Context: an optimization exercise on an open-source flow, tuned for small area, a short achievable clock period and few clock cycles per item. The choices shown serve that exercise and are no tape-out recipe.
Where RTL was checked, it was by simulation tests only, not by an equivalence proof against the original.
No activity file was given, so power comes from the tool's default toggle rates.

P:
==> module max_sum_sliding_window, before the edit <==
module max_sum_sliding_window (
    input  logic              i_clk,
    input  logic              i_rst_n,
    input  logic              i_cfg_we,
    input  logic [8:0]        i_cfg_data,
    input  logic              i_in_valid,
    output logic              o_in_ready,
    input  logic [15:0]       i_in_sample,
    input  logic              i_in_last,
    output logic              o_res_valid,
    input  logic              i_res_ready,
    output logic [15:0]       o_res_best_start,
    output logic [23:0]       o_res_best_sum,
    output logic [1:0]        o_res_status
);
    localparam logic [1:0] ST_OK    = 2'd0;
    localparam logic [1:0] ST_SHORT = 2'd1;
    localparam logic [1:0] ST_LONG  = 2'd2;
    logic [7:0]  eff_wm2;
    logic [7:0]  r_ewm2;
    logic        r_ew1;        
    logic [7:0]  r_wm2;
    logic        r_w1;
    logic        r_ready;
    logic        r_mid;        
    logic [7:0]  r_gc;         
    logic        aligned;
    logic        acc;
    logic        take;
    logic [17:0] r_kc;         
    logic [24:0] r_part;       
    logic [15:0] last_sample;  
    logic [15:0] old_sample;
    logic        sub;
    logic        r_mab;        
    logic        r_mc;         
    logic        mid_nx;
    logic        w1_nx;
    logic        kcneg_nx;
    logic [24:0] p_a, p_b, p_c, p_s, p_cy, p_nxt;
    logic [25:0] d_a, d_b, d_c, d_s, d_cy;
    logic        r_s_valid;
    logic        r_s_last;
    logic [23:0] r_best;
    logic [15:0] r_bidx;
    logic        s_set;
    logic        s_upd;
    logic [1:0]  s_status;
    logic [23:0] s_sum;
    logic [25:0] s_diff;
    logic [23:0] n_best;
    logic [15:0] n_idx;
    logic        new_res;
    logic        r_oval;
    logic [23:0] r_osum;
    logic [1:0]  r_status;
    always_comb begin
        if (i_cfg_data <= 9'd1) begin
            eff_wm2 = 8'd0;
        end else if (i_cfg_data >= 9'd256) begin
            eff_wm2 = 8'd254;
        end else begin
            eff_wm2 = 8'(i_cfg_data - 9'd2);
        end
    end
    always_ff @(posedge i_clk) begin
        if (!i_rst_n) begin
            r_ewm2 <= 8'd0;
            r_ew1  <= 1'b1;
        end else if (i_cfg_we) begin
            r_ewm2 <= eff_wm2;
            r_ew1  <= (i_cfg_data <= 9'd1);
        end
    end
    always_ff @(posedge i_clk) begin
        if (!r_mid) begin
            r_wm2 <= r_ewm2;
            r_w1  <= r_ew1;
        end
    end
    assign acc     = i_in_valid && r_ready;
    assign take    = r_oval && i_res_ready;
    assign aligned = (r_gc == r_wm2);
    always_ff @(posedge i_clk) begin
        if (!i_rst_n) begin
            r_ready <= 1'b1;
            r_mid   <= 1'b0;
        end else begin
            r_ready <= (acc || !r_mid || aligned)
                    && !(acc && i_in_last) && !(r_s_valid && r_s_last)
                    && !(r_oval && !i_res_ready);
            if (acc) begin
                r_mid <= !i_in_last;
            end
        end
    end
    always_ff @(posedge i_clk) begin
        if (acc || aligned) begin
            r_gc <= 8'hFF;
        end else begin
            r_gc <= r_gc + 8'd1;
        end
    end
    msw_ring u_ring (
        .i_clk  (i_clk),
        .i_acc  (acc),
        .i_data (i_in_sample),
        .i_wm2  (r_wm2),
        .o_x    (last_sample),
        .o_old  (old_sample)
    );
    assign sub = r_mid && !r_kc[17];
    assign mid_nx   = acc ? !i_in_last : r_mid;
    assign w1_nx    = r_mid ? r_w1 : r_ew1;
    assign kcneg_nx = acc ? (r_mid ? (r_kc[17] && (r_kc != 18'h3FFFF)) : !r_ew1) : r_kc[17];
    always_ff @(posedge i_clk) begin
        if (!i_rst_n) begin
            r_mab <= 1'b0;
            r_mc  <= 1'b0;
        end else begin
            r_mab <= mid_nx && !w1_nx;
            r_mc  <= mid_nx && !w1_nx && !kcneg_nx;
        end
    end
    always_comb begin
        p_a   = r_mab ? r_part : 25'd0;
        p_b   = r_mab ? {{9{last_sample[15]}}, last_sample} : 25'd0;
        p_c   = r_mc ? ~{{9{old_sample[15]}}, old_sample} : 25'h1FFFFFF;
        p_s   = p_a ^ p_b ^ p_c;
        p_cy  = {(p_a[23:0] & p_b[23:0]) | (p_a[23:0] & p_c[23:0]) | (p_b[23:0] & p_c[23:0]), 1'b1};
        p_nxt = p_s + p_cy;
    end
    always_ff @(posedge i_clk) begin
        if (acc) begin
            r_part <= p_nxt;
            if (!r_mid) begin
                r_kc <= r_ew1 ? 18'd0 : {10'h3FF, ~r_ewm2};
            end else if (r_kc[17:16] != 2'b01) begin
                r_kc <= r_kc + 18'd1;
            end
        end
    end
    always_ff @(posedge i_clk) begin
        if (!i_rst_n) begin
            r_s_valid <= 1'b0;
        end else begin
            r_s_valid <= acc;
        end
        r_s_last <= i_in_last;
    end
    always_comb begin
        s_sum  = 24'(r_part + {{9{last_sample[15]}}, last_sample});
        d_a    = {r_part[24], r_part};
        d_b    = {{10{last_sample[15]}}, last_sample};
        d_c    = ~{{2{r_best[23]}}, r_best};
        d_s    = d_a ^ d_b ^ d_c;
        d_cy   = {(d_a[24:0] & d_b[24:0]) | (d_a[24:0] & d_c[24:0]) | (d_b[24:0] & d_c[24:0]), 1'b1};
        s_diff = d_s + d_cy;
        s_set  = (r_kc == 18'd0);
        s_upd  = !r_kc[17] && (s_set || !s_diff[25]);
        n_best = s_upd ? s_sum : r_best;
        n_idx  = s_upd ? r_kc[15:0] : r_bidx;
        if ((r_kc[17:16] == 2'b01)
            || (!r_w1 && (r_kc[17:8] == 10'h0FF) && (r_kc[7:0] >= ~r_wm2))) begin
            s_status = ST_LONG;
        end else if (r_kc[17]) begin
            s_status = ST_SHORT;
        end else begin
            s_status = ST_OK;
        end
        new_res = r_s_valid && r_s_last;
    end
    always_ff @(posedge i_clk) begin
        if (r_s_valid && s_upd) begin
            r_best <= s_sum;
        end
    end
    always_ff @(posedge i_clk) begin
        if (new_res) begin
            r_status <= s_status;
            if (s_status == ST_OK) begin
                r_osum <= n_best;
                r_bidx <= n_idx;
            end else begin
                r_osum <= 24'd0;
                r_bidx <= 16'd0;
            end
        end else if (r_s_valid && s_upd) begin
            r_bidx <= r_kc[15:0];
        end
    end
    always_ff @(posedge i_clk) begin
        if (!i_rst_n) begin
            r_oval <= 1'b0;
        end else begin
            r_oval <= new_res || (r_oval && !i_res_ready);
        end
    end
    assign o_in_ready       = r_ready;
    assign o_res_valid      = r_oval;
    assign o_res_best_start = r_bidx;
    assign o_res_best_sum   = r_osum;
    assign o_res_status     = r_status;
endmodule
export LEC_CHECK = 0
export CAP_MARGIN = 20
export CORE_MARGIN = 2
export CORE_UTILIZATION = 65
export CTS_CLUSTER_DIAMETER = 80
export CTS_CLUSTER_SIZE = 28
export PLACE_DENSITY = 0.75
export SLEW_MARGIN = 20
create_clock -name core_clock -period 10.0 [get_ports {i_clk}]
standard.sh (not shown) runs the stock make flow with config.mk's settings and CLKGATE_MAP_FILE= SYNTH_SCRIPT=/design/flow/synth_recipe.tcl, a recipe that flattens the netlist after the stock synthesis.
==> flow/flow/run.sh <==
#!/bin/bash
# Own layout flow: the standard ORFS flow (standard.sh, standard synthesis unchanged)
# with two changes to how the layout is optimised (constraints and clock period unchanged):
#  - ports are buffered with buf_4 cells instead of the default delay-cell buffer,
#  - timing repair aims at a setup slack margin, so it also speeds up paths that
#    already meet the period.
# The make output goes to standard_flow.log; ORFS keeps each tool's log under orfs/logs.
set -euo pipefail
export BUFFER_PORTS_ARGS="-buffer_cell sky130_fd_sc_hd__buf_4"
export SETUP_SLACK_MARGIN=6.8
bash standard.sh > standard_flow.log 2>&1
P reached the end of the flow, and the finished layout is clean on the timing, DRC and antenna checks.
Testbench counts of P, summed over its fixed seeds: cycles 59,560, items 59,080.
Modified inputs, Q compared to P
-- flow/design.v --
<<< P, line 97
    logic [25:0] d_a, d_b, d_c, d_s, d_cy;
    logic        r_s_valid;
    logic        r_s_last;
    logic [23:0] r_best;
    logic [15:0] r_bidx;
    logic        s_set;
    logic        s_upd;
    logic [1:0]  s_status;
>>> Q, line 97
    logic [25:0] d_a, d_b, d_c, d_s, d_cy;
    logic        r_s_valid;
    logic        r_s_set;      
    logic        r_s_cmp;      
    logic [24:0] r_sp;         
    logic        r_s_last;
    logic [23:0] r_best;
    logic [15:0] r_bidx;
    logic        s_upd;
    logic [1:0]  s_status;
<<< P, line 180
    end
    always_comb begin
        p_a   = r_mab ? r_part : 25'd0;
        p_b   = r_mab ? {{9{last_sample[15]}}, last_sample} : 25'd0;
        p_c   = r_mc ? ~{{9{old_sample[15]}}, old_sample} : 25'h1FFFFFF;
        p_s   = p_a ^ p_b ^ p_c;
        p_cy  = {(p_a[23:0] & p_b[23:0]) | (p_a[23:0] & p_c[23:0]) | (p_b[23:0] & p_c[23:0]), 1'b1};
        p_nxt = p_s + p_cy;
    end
    always_ff @(posedge i_clk) begin
>>> Q, line 182
    end
    always_comb begin
        p_a   = r_part;
        p_b   = {{9{last_sample[15]}}, last_sample};
        p_c   = r_mc ? ~{{9{old_sample[15]}}, old_sample} : 25'h1FFFFFF;
        p_s   = p_a ^ p_b ^ p_c;
        p_cy  = {(p_a[23:0] & p_b[23:0]) | (p_a[23:0] & p_c[23:0]) | (p_b[23:0] & p_c[23:0]), 1'b1};
        p_nxt = r_mab ? (p_s + p_cy) : 25'd0;
    end
    always_ff @(posedge i_clk) begin
<<< P, line 200
        if (!i_rst_n) begin
            r_s_valid <= 1'b0;
        end else begin
            r_s_valid <= acc;
        end
        r_s_last <= i_in_last;
    end
    always_comb begin
        s_sum  = 24'(r_part + {{9{last_sample[15]}}, last_sample});
        d_a    = {r_part[24], r_part};
        d_b    = {{10{last_sample[15]}}, last_sample};
        d_c    = ~{{2{r_best[23]}}, r_best};
>>> Q, line 202
        if (!i_rst_n) begin
            r_s_valid <= 1'b0;
            r_s_set   <= 1'b0;
            r_s_cmp   <= 1'b0;
        end else begin
            r_s_valid <= acc;
            r_s_set   <= acc && (r_mid ? (r_kc == 18'h3FFFF) : r_ew1);
            r_s_cmp   <= acc && r_mid && !r_kc[17];
        end
        r_sp <= p_nxt;
        r_s_last <= i_in_last;
    end
    always_comb begin
        s_sum  = 24'(r_sp + {{9{last_sample[15]}}, last_sample});
        d_a    = {r_sp[24], r_sp};
        d_b    = {{10{last_sample[15]}}, last_sample};
        d_c    = ~{{2{r_best[23]}}, r_best};
<<< P, line 213
        d_cy   = {(d_a[24:0] & d_b[24:0]) | (d_a[24:0] & d_c[24:0]) | (d_b[24:0] & d_c[24:0]), 1'b1};
        s_diff = d_s + d_cy;
        s_set  = (r_kc == 18'd0);
        s_upd  = !r_kc[17] && (s_set || !s_diff[25]);
        n_best = s_upd ? s_sum : r_best;
        n_idx  = s_upd ? r_kc[15:0] : r_bidx;
>>> Q, line 220
        d_cy   = {(d_a[24:0] & d_b[24:0]) | (d_a[24:0] & d_c[24:0]) | (d_b[24:0] & d_c[24:0]), 1'b1};
        s_diff = d_s + d_cy;
        s_upd  = r_s_set || (r_s_cmp && !s_diff[25]);
        n_best = s_upd ? s_sum : r_best;
        n_idx  = s_upd ? r_kc[15:0] : r_bidx;
<<< P, line 228
    end
    always_ff @(posedge i_clk) begin
        if (r_s_valid && s_upd) begin
            r_best <= s_sum;
        end
>>> Q, line 234
    end
    always_ff @(posedge i_clk) begin
        if (s_upd) begin
            r_best <= s_sum;
        end
<<< P, line 242
                r_bidx <= 16'd0;
            end
        end else if (r_s_valid && s_upd) begin
            r_bidx <= r_kc[15:0];
        end
>>> Q, line 248
                r_bidx <= 16'd0;
            end
        end else if (s_upd) begin
            r_bidx <= r_kc[15:0];
        end
[summary]
- [compare] base=P new=Q: wire length of the first global-routing pass went up about 5%; critical path depth went up 1; sequential cell count went up about 0.6%; number of standard cells in the final layout excluding fillers went up 1.4%.
- For simple-gate area share of the yosys netlist, Q and P come out practically identical.
- Sort P and Q by total of flip-flops plus latches after synthesis, descending, and Q comes first.
- Of the two candidates, P has the better cell area after synthesis and Q the worse one.
- Per the comparison of Q with P, final routed wirelength across all metal layers went up by 5.1 mm, combinational power has decreased.
- Against P, non-clock buffer count in Q rose by more than 10%.
- | fraction of the cycle the final worst path needs | P vs Q | ≈ equal |
- NOTE: power in Q exceeds that of P
For Q, only the layout was checked, not whether the RTL still works.

static timing again, ports no longer ideal:
The flow's constraints put no driver on any port. The routed layouts listed below were extracted and timed again, unchanged, in two steps.
Step 1 sets driving cells, clkbuf_16 on the clock port and buf_2 on the other inputs (assumed; they add their load-dependent delay and slew).
Step 2 times the ports against the registers' clock, not the clock port: input delays grow and output delays shrink by t, the midpoint of the rising clock arrivals with the driver on.
Slacks: ideal ports / drivers / drivers and shift; pairs: ideal ports / drivers.
| run | t (ns) | setup slack, ns | worst data-port slew with drivers (ns) |
|---|---|---|---|
| P | 0.880 | 6.422 / 6.422 / 6.142 | 0.09 |
| Q | 0.887 | 6.427 / 6.427 / 6.230 | 0.12 |
After both steps every run listed still meets setup and hold. For P, which loses most, drivers alone change the setup slack by 0.000 ns; drivers and shift together by -0.280 ns.
